From an optimization exercise on the open Yosys and OpenROAD flow, aimed at small area; shortcuts taken in it are not production practice.
In this exercise RTL edits were held to simulation tests only and were not proved equivalent to the original.

==> run a: inputs <==
## io_device_fifo
module io_device_fifo #(
  parameter int DATA_W  = 32,
  parameter int DEPTH   = 32,
  parameter int INDEX_W = 9,
  parameter int THRESH  = 1
) (
  input  logic                       clk,
  input  logic                       rst,
  input  logic [INDEX_W-1:0]         index,
  input  logic                       io_write,
  input  logic [DATA_W-1:0]          wdata,
  output logic [DATA_W-1:0]          rdata,
  output logic                       rdata_valid,
  input  logic                       ack,
  output logic                       gpio,
  input  logic                       ext_valid,
  input  logic [DATA_W-1:0]          ext_data,
  output logic                       ext_ready,
  output logic [$clog2(DEPTH):0]     count,
  output logic                       overflow
);
  localparam int AW = $clog2(DEPTH);
  localparam logic [AW:0] FULL = (AW+1)'(DEPTH);
  localparam logic [AW:0] THR  = (AW+1)'(THRESH);
  localparam logic [AW:0] ONE  = (AW+1)'(1);
  typedef enum logic [1:0] {IDLE = 2'd0, REQ = 2'd1, XFER = 2'd2, DONE = 2'd3} state_t;
  state_t            state, state_nxt;
  logic [DATA_W-1:0] mem [DEPTH];
  logic [AW-1:0]     wr_ptr, rd_ptr, slot;
  logic [AW:0]       burst_len, burst_nxt;
  logic              cs, ack_rd, cs_rd, cs_wr, push, pop, stat_sel;
  logic [DATA_W-1:0] status_word;
  logic              unused_idx;
  assign cs     = index[INDEX_W-1];
  assign ack_rd = ack && !io_write;
  assign cs_rd  = cs && !io_write;
  assign cs_wr  = cs && io_write;
  assign slot   = rd_ptr + index[AW-1:0];
  assign stat_sel = 1'b0;
  assign unused_idx = ^index[INDEX_W-2:AW];
  assign status_word = DATA_W'({overflow, state, count});
  assign ext_ready   = (count != FULL);
  assign push        = ext_valid && ext_ready;
  assign pop         = (state == XFER) && ack_rd && !cs && (count != '0);
  always_comb begin
    state_nxt = state;
  ...
==> module io_device_fifo, before the edit <==
module io_device_fifo #(
  parameter int DATA_W  = 32,
  parameter int DEPTH   = 32,
  parameter int INDEX_W = 9,
  parameter int THRESH  = 1
) (
  input  logic                       clk,
  input  logic                       rst,
  input  logic [INDEX_W-1:0]         index,
  input  logic                       io_write,
  input  logic [DATA_W-1:0]          wdata,
  output logic [DATA_W-1:0]          rdata,
  output logic                       rdata_valid,
  input  logic                       ack,
  output logic                       gpio,
  input  logic                       ext_valid,
  input  logic [DATA_W-1:0]          ext_data,
  output logic                       ext_ready,
  output logic [$clog2(DEPTH):0]     count,
  output logic                       overflow
);
  localparam int AW = $clog2(DEPTH);
  localparam logic [AW:0] FULL = (AW+1)'(DEPTH);
  localparam logic [AW:0] THR  = (AW+1)'(THRESH);
  localparam logic [AW:0] ONE  = (AW+1)'(1);
  typedef enum logic [1:0] {IDLE = 2'd0, REQ = 2'd1, XFER = 2'd2, DONE = 2'd3} state_t;
  state_t            state, state_nxt;
  logic [DATA_W-1:0] mem [DEPTH];
  logic [AW-1:0]     wr_ptr, rd_ptr, slot;
  logic [AW:0]       burst_len, burst_nxt;
  logic              cs, ack_rd, cs_rd, cs_wr, push, pop, stat_sel;
  logic [DATA_W-1:0] status_word;
  logic              unused_idx;
  assign cs     = index[INDEX_W-1];
  assign ack_rd = ack && !io_write;
  assign cs_rd  = cs && !io_write;
  assign cs_wr  = cs && io_write;
  assign slot   = rd_ptr + index[AW-1:0];
  assign stat_sel = 1'b0;
  assign unused_idx = ^index[INDEX_W-2:AW];
  assign status_word = DATA_W'({overflow, state, count});
  assign ext_ready   = (count != FULL);
  assign push        = ext_valid && ext_ready;
  assign pop         = (state == XFER) && ack_rd && !cs && (count != '0);
  always_comb begin
    state_nxt = state;
    burst_nxt = burst_len;
    case (state)
      IDLE: if (count >= THR) state_nxt = REQ;
      REQ: begin
        if (ack_rd && !cs) begin
          burst_nxt = count;
          state_nxt = XFER;
        end
      end
      XFER: begin
        if (!ack_rd) begin
          state_nxt = REQ;
        end else if (!cs) begin
          if (count == '0) begin
            state_nxt = DONE;
          end else begin
            burst_nxt = burst_len - ONE;
            if (burst_len == ONE || (count == ONE && !push)) state_nxt = DONE;
          end
        end
      end
      DONE:    state_nxt = (count >= THR) ? REQ : IDLE;
      default: state_nxt = IDLE;
    endcase
  end
  always_ff @(posedge clk or posedge rst) begin
    if (rst) begin
      state       <= IDLE;
      burst_len   <= '0;
      gpio        <= 1'b0;
      wr_ptr      <= '0;
      rd_ptr      <= '0;
      count       <= '0;
      overflow    <= 1'b0;
      rdata       <= '0;
      rdata_valid <= 1'b0;
    end else begin
      state     <= state_nxt;
      burst_len <= burst_nxt;
      gpio      <= (state_nxt == REQ) || (state_nxt == XFER);
      if (push) wr_ptr <= wr_ptr + 1'b1;
      if (pop)  rd_ptr <= rd_ptr + 1'b1;
      case ({push, pop})
        2'b10:   count <= count + ONE;
        2'b01:   count <= count - ONE;
        default: count <= count;
      endcase
      if (ext_valid && !ext_ready) overflow <= 1'b1;
      else if (cs_wr && stat_sel)  overflow <= 1'b0;
      rdata_valid <= cs_rd || pop;
      if (cs_rd)    rdata <= stat_sel ? status_word : mem[slot];
      else if (pop) rdata <= mem[rd_ptr];
    end
  end
  always_ff @(posedge clk) begin
    if (push) mem[wr_ptr] <= ext_data;
    if (cs_wr && !stat_sel) mem[slot] <= wdata;
  end
endmodule
clock: 5.0 ns
lec_check: 0
cap_margin: 20
core_margin: 2
core_utilization: 40
slew_margin: 20
run.sh (not shown) runs the stock make flow with config.mk's settings and CLKGATE_MAP_FILE= SYNTH_SCRIPT=/design/flow/synth_recipe.tcl, a recipe that flattens the netlist after the stock synthesis.
==> run b: changes against run a <==
==> flow/design.v (replaced) <==
module io_device_fifo #(
  parameter int DATA_W  = 32,
  parameter int DEPTH   = 32,
  parameter int INDEX_W = 9,
  parameter int THRESH  = 1
) (
  input  logic                       clk,
  input  logic                       rst,
  input  logic [INDEX_W-1:0]         index,
  input  logic                       io_write,
  input  logic [DATA_W-1:0]          wdata,
  output logic [DATA_W-1:0]          rdata,
  output logic                       rdata_valid,
  input  logic                       ack,
  output logic                       gpio,
  input  logic                       ext_valid,
  input  logic [DATA_W-1:0]          ext_data,
  output logic                       ext_ready,
  output logic [$clog2(DEPTH):0]     count,
  output logic                       overflow
);
  localparam int AW = $clog2(DEPTH);
  localparam logic [1:0] IDLE = 2'b00, DONE = 2'b01, REQ = 2'b10, XFER = 2'b11;
  logic [1:0]        state, state_nxt;
  logic [AW-1:0]     wr_ptr, rd_ptr, raddr;
  logic [AW:0]       burst_len, burst_nxt;
  logic              cs, ack_rd, cs_rd, cs_wr, push, pop, ld, nonempty;
  assign cs       = index[INDEX_W-1];
  assign ack_rd   = ack & ~io_write;
  assign cs_rd    = cs & ~io_write;
  assign cs_wr    = cs & io_write;
  assign nonempty = |count;
  assign ext_ready = ~count[AW];
  assign push      = ext_valid & ~count[AW];
  assign pop       = (state == XFER) & ack_rd & ~cs & nonempty;
  assign ld        = cs_rd | pop;
  assign gpio      = state[1];
  assign raddr = rd_ptr + (index[AW-1:0] & {AW{cs}});
  always_comb begin
    state_nxt = state;
    burst_nxt = burst_len;
    case (state)
      IDLE: if (nonempty) state_nxt = REQ;
      REQ: begin
        if (ack_rd && !cs) begin
          burst_nxt = count;
          state_nxt = XFER;
        end
      end
      XFER: begin
        if (!ack_rd) begin
          state_nxt = REQ;
        end else if (!cs) begin
          if (!nonempty) begin
            state_nxt = DONE;
          end else begin
            burst_nxt = burst_len - 1'b1;
            if (burst_len == 1 || (count == 1 && !push)) state_nxt = DONE;
          end
        end
      end
      default: state_nxt = nonempty ? REQ : IDLE;   
    endcase
  end
  always_ff @(posedge clk or posedge rst) begin
    if (rst) begin
      state       <= IDLE;
      burst_len   <= '0;
      wr_ptr      <= '0;
      rd_ptr      <= '0;
      count       <= '0;
      overflow    <= 1'b0;
      rdata_valid <= 1'b0;
    end else begin
      state     <= state_nxt;
      burst_len <= burst_nxt;
      if (push) wr_ptr <= wr_ptr + 1'b1;
      if (pop)  rd_ptr <= rd_ptr + 1'b1;
      if (push & ~pop) count <= count + 1'b1;
      else if (pop & ~push) count <= count - 1'b1;
      if (ext_valid & count[AW]) overflow <= 1'b1;
      rdata_valid <= ld;
    end
  end
  logic [DEPTH-1:0]  n_cpu, n_ext, hold, rd;
  logic [DATA_W-1:0] n_wdata, n_ext_data;
  logic [DATA_W-1:0] q [DEPTH];
  logic [DATA_W-1:0] d [DEPTH];
  assign n_wdata    = ~wdata;
  assign n_ext_data = ~ext_data;
  for (genvar r = 0; r < DEPTH; r++) begin : g_row
    assign n_cpu[r] = ~(cs_wr & (raddr == AW'(r)));
    assign n_ext[r] = ~(push & (wr_ptr == AW'(r)) & n_cpu[r]);
    assign hold[r]  = n_cpu[r] & n_ext[r];
    assign rd[r]    = ld & (raddr == AW'(r));
    for (genvar b = 0; b < DATA_W; b++) begin : g_bit
      io_device_fifo_wbit u_w (
        .n_cpu (n_cpu[r]), .n_wdata (n_wdata[b]),
        .n_ext (n_ext[r]), .n_edata (n_ext_data[b]),
        .hold  (hold[r]),  .q       (q[r][b]),
        .d     (d[r][b])
      );
    end
    always_ff @(posedge clk) q[r] <= d[r];
  end
  logic [DATA_W-1:0] rdata_nxt;
  for (genvar b = 0; b < DATA_W; b++) begin : g_rbit
    logic [DEPTH:0] col;
    for (genvar r = 0; r < DEPTH; r++) begin : g_col
      assign col[r] = q[r][b];
    end
    assign col[DEPTH] = rdata[b];
    io_device_fifo_rdbit u_r (.sel ({~ld, rd}), .d (col), .y (rdata_nxt[b]));
  end
  always_ff @(posedge clk or posedge rst) begin
    if (rst) rdata <= '0;
    else     rdata <= rdata_nxt;
  end
endmodule
module io_device_fifo_wbit (
  input  logic n_cpu, n_wdata, n_ext, n_edata, hold, q,
  output logic d
);
  logic n_hq;
  io_device_fifo_nand2  u_h (.a (hold), .b (q), .y (n_hq));
  io_device_fifo_oai221 u_d (.a1 (n_cpu), .a2 (n_wdata), .b1 (n_ext), .b2 (n_edata), .c (n_hq), .y (d));
endmodule
module io_device_fifo_nand2 (
  input  logic a, b,
  output logic y
);
  assign y = ~(a & b);
endmodule
module io_device_fifo_oai221 (
  input  logic a1, a2, b1, b2, c,
  output logic y
);
  assign y = ~((a1 | a2) & (b1 | b2) & c);
endmodule
module io_device_fifo_rdbit (
  input  logic [32:0] sel,
  input  logic [32:0] d,
  output logic        y
);
  logic [10:0] n;
  for (genvar i = 0; i < 11; i++) begin : g_aoi
    io_device_fifo_aoi222 u_a (
      .a1 (sel[3*i]),   .a2 (d[3*i]),
      .b1 (sel[3*i+1]), .b2 (d[3*i+1]),
      .c1 (sel[3*i+2]), .c2 (d[3*i+2]),
      .y  (n[i])
    );
  end
  assign y = ~&n;
endmodule
module io_device_fifo_aoi222 (
  input  logic a1, a2, b1, b2, c1, c2,
  output logic y
);
  assign y = ~((a1 & a2) | (b1 & b2) | (c1 & c2));
endmodule
==> flow/flow/run.sh (new file) <==
#!/bin/bash
# Own layout flow: the standard flow (standard.sh, unchanged synthesis) with
#  - CTS without dummy loads, on small clock buffers,
#  - power recovery after global routing, which downsizes cells on paths with slack.
# Each tool's full output goes to the ORFS logs under orfs/logs; make's own output to flow_make.log.
set -euo pipefail
cd "$(dirname "$0")/.."
bash standard.sh \
  "CTS_ARGS=-sink_clustering_enable -repair_clock_nets -dont_use_dummy_load -buf_list {sky130_fd_sc_hd__clkbuf_4 sky130_fd_sc_hd__clkbuf_8}" \
  RECOVER_POWER=100 \
  finish > flow_make.log 2>&1
==> flow/standard.sh (new file) <==
#!/bin/bash
# synth_recipe.tcl (not shown) runs the flow's synth.tcl, then flattens the netlist and writes it again
# the make line also repeats each setting of config.mk as NAME=value (left out here)
make -C /OpenROAD-flow-scripts/flow DESIGN_CONFIG=/design/flow/config.mk WORK_HOME=/design/flow/orfs CLKGATE_MAP_FILE= SYNTH_SCRIPT=/design/flow/synth_recipe.tcl "${@:-finish}"
Settings changed: ABC_AREA set to 0, SYNTH_HIERARCHICAL set to 1, SYNTH_MINIMUM_KEEP_SIZE set to 0.
removed: flow/run.sh
==> metrics.md <==
| Metric | Value |
|---|---|
| Status | `complete, but fails checks` |
| Max Slew Vio Count | `70` |
| Met3 wire len | `23.3 mm` |
| Seq Cell Count | `1082` |
| Max-Cap Viols | `3` |
| DP HPWL | `124 mm` |
| Violated checks | `capacitance limit, slew limit` |
| Biggest Area Class | `multi-input combinational cells` |
| Max Clk Rate | `213 MHz` |
The numbers above come from run b.

==> metrics.md <==
| Metric | Value |
|---|---|
| Seq Cell Count | `1083` |
| Biggest registers after layout | `mem: 1024 flops, rdata: 32 flops` |
| Status | `finished clean` |
| Max Slew Vio Count | `0` |
| DP HPWL | `145 mm` |
| Biggest Area Class | `sequential cells` |
| Max-Cap Viols | `0` |
| Max Clk Rate | `240 MHz` |
| Non-Filler Instances | `6652` |
| Met3 wire len | `26.2 mm` |
| Met2 Usage GRT | `44.1%` |
The numbers above come from run a.

-- separate check: timing with driven ports --
The results above use ideal ports. As a check the final layouts listed here were re-extracted and re-timed, cells and wires unchanged.
Step 1 assumes that a clkbuf_16 drives the clock port and a buf_2 every other input.
Step 2 also shifts input and output timing later by t, the mid clock arrival at the registers, as if the neighbouring blocks saw the same clock.
Three values: ideal ports, drivers, drivers and shift; two values: the first two.
| run | t (ns) | setup slack, ns | worst register clock-pin slew, ns |
|---|---|---|---|
| run a | 0.870 | 0.839 / 0.884 / 0.014 | 0.07 / 0.07 |
| run b | 0.913 | 0.303 / 0.352 / -0.561 | 0.07 / 0.07 |
The setup slack of run b, which loses most, moves by +0.049 ns with the drivers and by -0.864 ns with both steps.
